Source: an optimization exercise on an open RTL-to-GDS flow (aim: small area, a short achievable clock period and few clock cycles per item). Production flows keep margins and buffers that such runs may drop. The RTL was checked by simulation tests, not by an equivalence proof against the original design. No activity file was given, so power comes from the tool's default toggle rates.

==> inputs of umber <==
==> flow/design.v (excerpt) <==
module auto_level_match_gain_core #(
   parameter int unsigned MIN_GAIN = 760151010,
   parameter int unsigned MAX_GAIN = 1516700552
) (
   input  wire logic                        clock,
   input  wire logic                        reset,
   input  wire logic                        req_valid,
   output logic                             req_ready,
   input  wire logic [4*SAMPLE_WIDTH-1:0] req_data,
   output logic                             rsp_valid,
   input  wire logic                        rsp_ready,
   output logic [2*SAMPLE_WIDTH+GAIN_OUT_WIDTH-1:0]       rsp_data,
   input  wire logic                        csr_wr_en,
   input  wire logic [CSR_INDEX_WIDTH-1:0]  csr_index,
   input  wire logic [CSR_DATA_WIDTH-1:0]   csr_wdata
);
==> module alm_divsqrt, before the edit <==
module alm_divsqrt (
   input  wire logic        clock,
   input  wire logic        reset,
   input  wire logic        load,      
   input  wire logic        ld_run,    
   input  wire logic [30:0] ld_root,   
   input  wire logic [48:0] num,       
   input  wire logic [48:0] den,       
   input  wire logic [52:0] den12,     
   input  wire logic        take,      
   output logic             busy,      
   output logic             avail,     
   output logic [30:0]      root
);
   logic        run_ff, done_ff;
   logic [4:0]  cnt_ff;
   logic [50:0] rem_ff, d4_ff;
   logic [52:0] d12_ff;
   logic [33:0] sq_rem_ff;
   logic [30:0] root_ff;
   logic [1:0]  qd_ff;
   logic [52:0] rem4, d4x, d8x;
   logic [53:0] s1, s2, s3;
   logic        c1, c2, c3;
   logic [1:0]  q;
   logic [52:0] rem_nx;
   logic [35:0] sq_cat, trial;
   logic [36:0] sq_diff;
   logic        sq_ge;
   logic [30:0] root_nx;
   logic        last;
   always_comb begin
      rem4 = {rem_ff, 2'b00};
      d4x  = {2'b00, d4_ff};
      d8x  = {1'b0, d4_ff, 1'b0};
      s1   = {1'b0, rem4} - {1'b0, d4x};
      s2   = {1'b0, rem4} - {1'b0, d8x};
      s3   = {1'b0, rem4} - {1'b0, d12_ff};
      c1   = !s1[53];
      c2   = !s2[53];
      c3   = !s3[53];
      q    = c3 ? 2'd3 : c2 ? 2'd2 : c1 ? 2'd1 : 2'd0;
      rem_nx = c3 ? s3[52:0] : c2 ? s2[52:0] : c1 ? s1[52:0] : rem4;
      sq_cat  = {sq_rem_ff, qd_ff};
      trial   = {3'b000, root_ff, 2'b01};
      sq_diff = {1'b0, sq_cat} - {1'b0, trial};
      sq_ge   = !sq_diff[36];
      root_nx = {root_ff[29:0], sq_ge};
      last    = run_ff && (cnt_ff == 5'd31);
   end
   assign avail = done_ff;
   assign root  = root_ff;
   always_ff @(posedge clock) begin
      if (reset) begin
         busy    <= 1'b0;
         done_ff <= 1'b0;
         run_ff  <= 1'b0;
      end else if (load) begin
         busy    <= 1'b1;
         done_ff <= !ld_run;
         run_ff  <= ld_run;
      end else if (take) begin
         busy    <= 1'b0;
         done_ff <= 1'b0;
         run_ff  <= 1'b0;
      end else if (last) begin
         run_ff  <= 1'b0;
         done_ff <= 1'b1;
      end
      if (load) begin
         rem_ff    <= {2'b00, num};
         d4_ff     <= {den, 2'b00};
         d12_ff    <= den12;
         cnt_ff    <= '0;
         sq_rem_ff <= '0;
         root_ff   <= ld_run ? 31'd0 : ld_root;
      end else if (run_ff) begin
         cnt_ff <= cnt_ff + 5'd1;
         if (!last) begin
            rem_ff <= rem_nx[50:0];
            qd_ff  <= q;
         end
         if (cnt_ff != 5'd0) begin
            sq_rem_ff <= sq_ge ? sq_diff[33:0] : sq_cat[33:0];
            root_ff   <= root_nx;
         end
      end
   end
endmodule
Settings: LEC_CHECK=0, CAP_MARGIN=20, CORE_MARGIN=2, CORE_UTILIZATION=52, SETUP_SLACK_MARGIN=5, SLEW_MARGIN=20; clock period 10.0 ns.
run.sh (not shown) runs the stock make flow with config.mk's settings and CLKGATE_MAP_FILE= SYNTH_SCRIPT=/design/flow/synth_recipe.tcl, a recipe that flattens the netlist after the stock synthesis.
==> harbor (differences from umber) <==
--- a/flow/design.v
+++ b/flow/design.v
@@ -210,4 +210,4 @@
    end
-   assign avail = done_ff;
-   assign root  = root_ff;
+   assign avail = done_ff || last;
+   assign root  = run_ff ? root_nx : root_ff;
    always_ff @(posedge clock) begin
CORE_UTILIZATION = 55   (was 52)
CTS_CLUSTER_DIAMETER = 90   (was default)
CTS_CLUSTER_SIZE = 20   (was default)
==> run notes <==
Post-synth top cells nand2_1 (1,305), a21oi_1 (1,264), inv_1 (1,231), ha_1 (1,125), xnor2_1 (1,092); Post-Route Utilization 0.607; clkbuf count 169; CTS Buffer Depth 3; tap cell count 3,402; RR Startpoint proc_n_ff[5]; comb pwr 27.1 mW; status no timing/DRC/antenna violations
# the run above: harbor

==> run notes <==
Post-synth top cells nand2_1 (1,356), a21oi_1 (1,287), inv_1 (1,268), xnor2_1 (1,129), ha_1 (1,125); crit-path cells inv_1, ha_1, o21a_1, o21a_1, o21ai_0, a2111oi_0, o21ai_1, o211ai_1, a41oi_1, a21o_1, or2_2, nand3_1, o21ai_0; status no timing/DRC/antenna violations; CTS Buffer Depth 4; comb pwr 27.7 mW; tap cell count 3,705; RR Startpoint proc_n_ff[3]; clkbuf count 287
# the run above: umber

Testbench counts of umber, summed over its fixed seeds: cycles 39,380, items 2,400.
Testbench counts of harbor, summed over its fixed seeds: cycles 38,657, items 2,400.

========
==> inputs of run D <==
Another version of the RTL of auto_level_match_gain_core (not shown whole).
==> flow/design.v (excerpt) <==
module auto_level_match_gain_core #(
   parameter int unsigned MIN_GAIN = 760151010,
   parameter int unsigned MAX_GAIN = 1516700552
) (
   input  wire logic                        clock,
   input  wire logic                        reset,
   input  wire logic                        req_valid,
   output logic                             req_ready,
   input  wire logic [4*SAMPLE_WIDTH-1:0] req_data,
   output logic                             rsp_valid,
   input  wire logic                        rsp_ready,
   output logic [2*SAMPLE_WIDTH+GAIN_OUT_WIDTH-1:0]       rsp_data,
   input  wire logic                        csr_wr_en,
   input  wire logic [CSR_INDEX_WIDTH-1:0]  csr_index,
   input  wire logic [CSR_DATA_WIDTH-1:0]   csr_wdata
);
clock: 10.0 ns
lec_check: 0
cap_margin: 20
core_margin: 2
core_utilization: 45
setup_slack_margin: 5
slew_margin: 20
==> run G: changes against run D <==
--- a/flow/design.v
+++ b/flow/design.v
@@ -108,45 +108,53 @@
       end
    end
 endmodule
 module alm_sqsum (
    input  wire logic               clock,
    input  wire logic               clr,
-   input  wire logic               en,
+   input  wire logic               en1,
+   input  wire logic               en2,
    input  wire logic signed [23:0] a,
    input  wire logic signed [23:0] b,
    input  wire logic [5:0]         da,
    input  wire logic [5:0]         db,
    output logic signed [25:0]      acc,
    output logic [23:0]             lo
 );
    localparam int SW = 30;
    logic [SW-1:0] ra0, ra1, rb0, rb1, row1, row3;
    logic          na0, na1, nb0, nb1;
    logic [SW-1:0] s1, c1, s2, c2, s3, c3, sum;
+   logic [SW-1:0] ps_ff, pc_ff;
+   logic [1:0]    pn_ff;
    alm_booth_row #(.W(24), .SW(SW)) u_a0 (.x (a), .d (da[2:0]), .row (ra0), .neg (na0));
    alm_booth_row #(.W(24), .SW(SW)) u_a1 (.x (a), .d (da[5:3]), .row (ra1), .neg (na1));
    alm_booth_row #(.W(24), .SW(SW)) u_b0 (.x (b), .d (db[2:0]), .row (rb0), .neg (nb0));
    alm_booth_row #(.W(24), .SW(SW)) u_b1 (.x (b), .d (db[5:3]), .row (rb1), .neg (nb1));
    always_comb begin
       row1 = {ra1[SW-3:0], {2{na1}}};
       row3 = {rb1[SW-3:0], {2{nb1}}};
-      s1  = SW'(acc) ^ ra0 ^ row1;
-      c1  = {((SW'(acc) & ra0) | (SW'(acc) & row1) | (ra0 & row1)), na0};
-      s2  = s1 ^ c1 ^ rb0;
-      c2  = {((s1 & c1) | (s1 & rb0) | (c1 & rb0)), na1};
-      s3  = s2 ^ c2 ^ row3;
-      c3  = {((s2 & c2) | (s2 & row3) | (c2 & row3)), nb0};
-      sum = s3 + c3 + SW'(nb1);
+      s1  = ra0 ^ row1 ^ rb0;
+      c1  = {((ra0 & row1) | (ra0 & rb0) | (row1 & rb0)), na0};
+      s2  = s1 ^ c1 ^ row3;
+      c2  = {((s1 & c1) | (s1 & row3) | (c1 & row3)), na1};
+      s3  = SW'(acc) ^ ps_ff ^ pc_ff;
+      c3  = {((SW'(acc) & ps_ff) | (SW'(acc) & pc_ff) | (ps_ff & pc_ff)), pn_ff[0]};
+      sum = s3 + c3 + SW'(pn_ff[1]);
    end
    always_ff @(posedge clock) begin
+      if (en1) begin
+         ps_ff <= s2;
+         pc_ff <= c2;
+         pn_ff <= {nb1, nb0};
+      end
       if (clr) begin
-         acc    <= '0;
-      end else if (en) begin
-         acc    <= 26'(signed'(sum) >>> 4);
-         lo     <= {sum[3:0], lo[23:4]};
+         acc <= '0;
+      end else if (en2) begin
+         acc <= 26'(signed'(sum) >>> 4);
+         lo  <= {sum[3:0], lo[23:4]};
       end
    end
 endmodule
 `default_nettype wire
 `timescale 1ns / 1ps
 `default_nettype none
@@ -197,14 +205,14 @@
       trial   = {3'b000, root_ff, 2'b01};
       sq_diff = {1'b0, sq_cat} - {1'b0, trial};
       sq_ge   = !sq_diff[36];
       root_nx = {root_ff[29:0], sq_ge};
       last    = run_ff && (cnt_ff == 5'd31);
    end
-   assign avail = done_ff;
-   assign root  = root_ff;
+   assign avail = done_ff || last;
+   assign root  = run_ff ? root_nx : root_ff;
    always_ff @(posedge clock) begin
       if (reset) begin
          busy    <= 1'b0;
          done_ff <= 1'b0;
          run_ff  <= 1'b0;
       end else if (load) begin
@@ -297,13 +305,13 @@
    logic        a_active_ff, a_boot_ff;
    logic [8:0]  a_dr_ff, a_dp_ff;      
    logic        a_tr_ff, a_tp_ff;
    logic [5:0]  a_nr, a_np;
    logic signed [48:0] blr_x_ff, blp_x_ff;
    logic        a_done, a_hand, accept;
-   logic        a_sq, a_act_step, a_bl_load, a_bl_step, a_fin;
+   logic        a_sq, a_sq2, a_act_step, a_bl_load, a_bl_step, a_fin;
    logic [2:0]  a_sq_nx, a_bl_nx;
    logic signed [25:0] sqr_acc, sqp_acc;
    logic [23:0] sqr_lo, sqp_lo;
    logic signed [48:0] blr_acc, blp_acc;
    logic [5:0]  blr_lo, blp_lo;
    logic [47:0] ref_now, proc_now, released;
@@ -342,32 +350,33 @@
    logic [32:0] gain_m;
    logic [27:0] yl, yr;
    logic [23:0] sat_l, sat_r;
    assign b_free     = !b_busy[b_ptr_in_ff] || b_take[b_ptr_in_ff];
    assign b_take_any = b_avail[b_ptr_out_ff] && !c_v_ff;
    assign b_take     = {b_take_any && b_ptr_out_ff, b_take_any && !b_ptr_out_ff};
-   assign a_done     = a_v_ff && (a_cnt_ff == 4'd14);
+   assign a_done     = a_v_ff && (a_cnt_ff == 4'd15);
    assign a_hand     = a_done && b_free;
    assign b_load     = {a_hand && b_ptr_in_ff, a_hand && !b_ptr_in_ff};
    assign req_ready  = !a_v_ff || a_hand;
    assign accept     = req_valid && req_ready;
    assign a_sq       = a_v_ff && (a_cnt_ff <= 4'd5);
+   assign a_sq2      = a_v_ff && (a_cnt_ff >= 4'd1) && (a_cnt_ff <= 4'd6);
    assign a_act_step = a_sq;
-   assign a_bl_load  = a_v_ff && (a_cnt_ff == 4'd6);
-   assign a_bl_step  = a_v_ff && (a_cnt_ff >= 4'd7) && (a_cnt_ff <= 4'd12);
-   assign a_fin      = a_v_ff && (a_cnt_ff == 4'd13);
+   assign a_bl_load  = a_v_ff && (a_cnt_ff == 4'd7);
+   assign a_bl_step  = a_v_ff && (a_cnt_ff >= 4'd8) && (a_cnt_ff <= 4'd13);
+   assign a_fin      = a_v_ff && (a_cnt_ff == 4'd14);
    assign a_sq_nx    = 3'(a_cnt_ff + 4'd1);    
-   assign a_bl_nx    = 3'(a_cnt_ff - 4'd6);    
+   assign a_bl_nx    = 3'(a_cnt_ff - 4'd7);    
    assign act_m = {1'b0, activity_coef_ff, 3'b000};
    assign en_m  = {1'b0, energy_coef_ff, 3'b000};
    alm_sqsum u_sqr (
-      .clock (clock), .clr (accept), .en (a_sq), .a (a_rl_ff), .b (a_rr_ff),
+      .clock (clock), .clr (accept), .en1 (a_sq), .en2 (a_sq2), .a (a_rl_ff), .b (a_rr_ff),
       .da (a_drl_ff), .db (a_drr_ff), .acc (sqr_acc), .lo (sqr_lo)
    );
    alm_sqsum u_sqp (
-      .clock (clock), .clr (accept), .en (a_sq), .a (a_pl_ff), .b (a_pr_ff),
+      .clock (clock), .clr (accept), .en1 (a_sq), .en2 (a_sq2), .a (a_pl_ff), .b (a_pr_ff),
       .da (a_dpl_ff), .db (a_dpr_ff), .acc (sqp_acc), .lo (sqp_lo)
    );
    alm_mul #(.W(49)) u_blr (
       .clock (clock), .clr (accept || a_bl_load), .en (a_act_step || a_bl_step),
       .x (blr_x_ff), .dig (a_dr_ff), .rnd (1'b0), .acc (blr_acc), .lo (blr_lo)
    );
@@ -429,13 +438,13 @@
          a_dp_ff  <= bdec3(en_m[5:0], 1'b0);
          a_tp_ff  <= en_m[5];
       end else if (a_bl_step) begin
          a_dp_ff  <= bdec3(a_np, a_tp_ff);
          a_tp_ff  <= a_np[5];
       end
-      if (a_v_ff && a_cnt_ff == 4'd7) begin
+      if (a_v_ff && a_cnt_ff == 4'd8) begin
          a_active_ff <= act_ff > gate_energy_ff;
       end
    end
    always_comb begin
       ld_hi    = {2'b00, ref_n_ff} >= {proc_n_ff, 2'b00};
       ld_lo    = {ref_n_ff, 2'b00} < {2'b00, proc_n_ff};
CORE_UTILIZATION = 55   (was 45)
CTS_CLUSTER_DIAMETER = 70   (was default)
CTS_CLUSTER_SIZE = 18   (was default)
==> flow_summary.json <==
{
  "status": "finished clean",
  "synth_area_leaders": "edfxtp_1 19%, dfxtp_1 11%, ha_1 10%",
  "r2r.worst_path.cells": 19,
  "n_clock_buffer": 279,
  "period_minus_slack_ps": 5390,
  "die_y_um": 564,
  "multi_input_area_um2": 92500,
  "diodes": 14,
  "setup_ws_ps": 4610,
  "drtIter0Drc": 10900,
  "signal_buffers": 568
}
Source of the figures above: run D

==> flow_summary.json <==
{
  "gp_congestion": 1.00,
  "drtIter0Drc": 12600,
  "ios": 233,
  "status": "finished clean",
  "n_clock_buffer": 201,
  "period_minus_slack_ps": 5000,
  "die_y_um": 514,
  "setup_ws_ps": 5000,
  "dp.cells": 18700,
  "path_clk_slew_ps": 70,
  "r2r.worst_path.cells": 16,
  "n_fill_cell": 22200,
  "seqPwrFrac_pct": 22.5,
  "multi_input_area_um2": 91800,
  "synth_area_leaders": "edfxtp_1 22%, dfxtp_1 11%, ha_1 9.8%",
  "diodes": 8
}
Source of the figures above: run G

Testbench counts of run D, summed over its fixed seeds: cycles 39,310, items 2,400.
Testbench counts of run G, summed over its fixed seeds: cycles 38,657, items 2,400.

static timing again, ports no longer ideal:
No port has a modelled driver above. Below, the same layouts with a new extraction and two added sets of constraints.
Step 1, drivers: a clkbuf_16 drives clock and a buf_2 each remaining input, both assumed.
Step 2 adds t to the input delays and takes it off the output delays; t is the mean of the earliest and latest rising clock arrival at the registers after step 1. Input paths then give back, and output paths get back, about the clock's delay inside the block.
Three values: no drivers, after step 1, after step 2; two values: the first two.
| run | t (ns) | setup WS [ns] | worst setup path after step 2 | worst data-port slew with drivers (ns) | pins driven straight from the clock port |
|---|---|---|---|---|---|
| umber | 1.015 | 4.991 / 4.991 / 4.423 | input to register | 0.12 | 1 |
| harbor | 0.921 | 4.968 / 4.925 / 4.758 | input to register | 0.08 | 1 |
| run D | 0.993 | 4.606 / 4.606 / 4.447 | input to register | 0.17 | 1 |
| run G | 0.986 | 5.001 / 4.902 / 4.762 | input to register | 0.07 | 1 |
After both steps every run listed still meets setup and hold. The setup slack of umber, which loses most, moves by 0.000 ns with the drivers and by -0.568 ns with both steps.
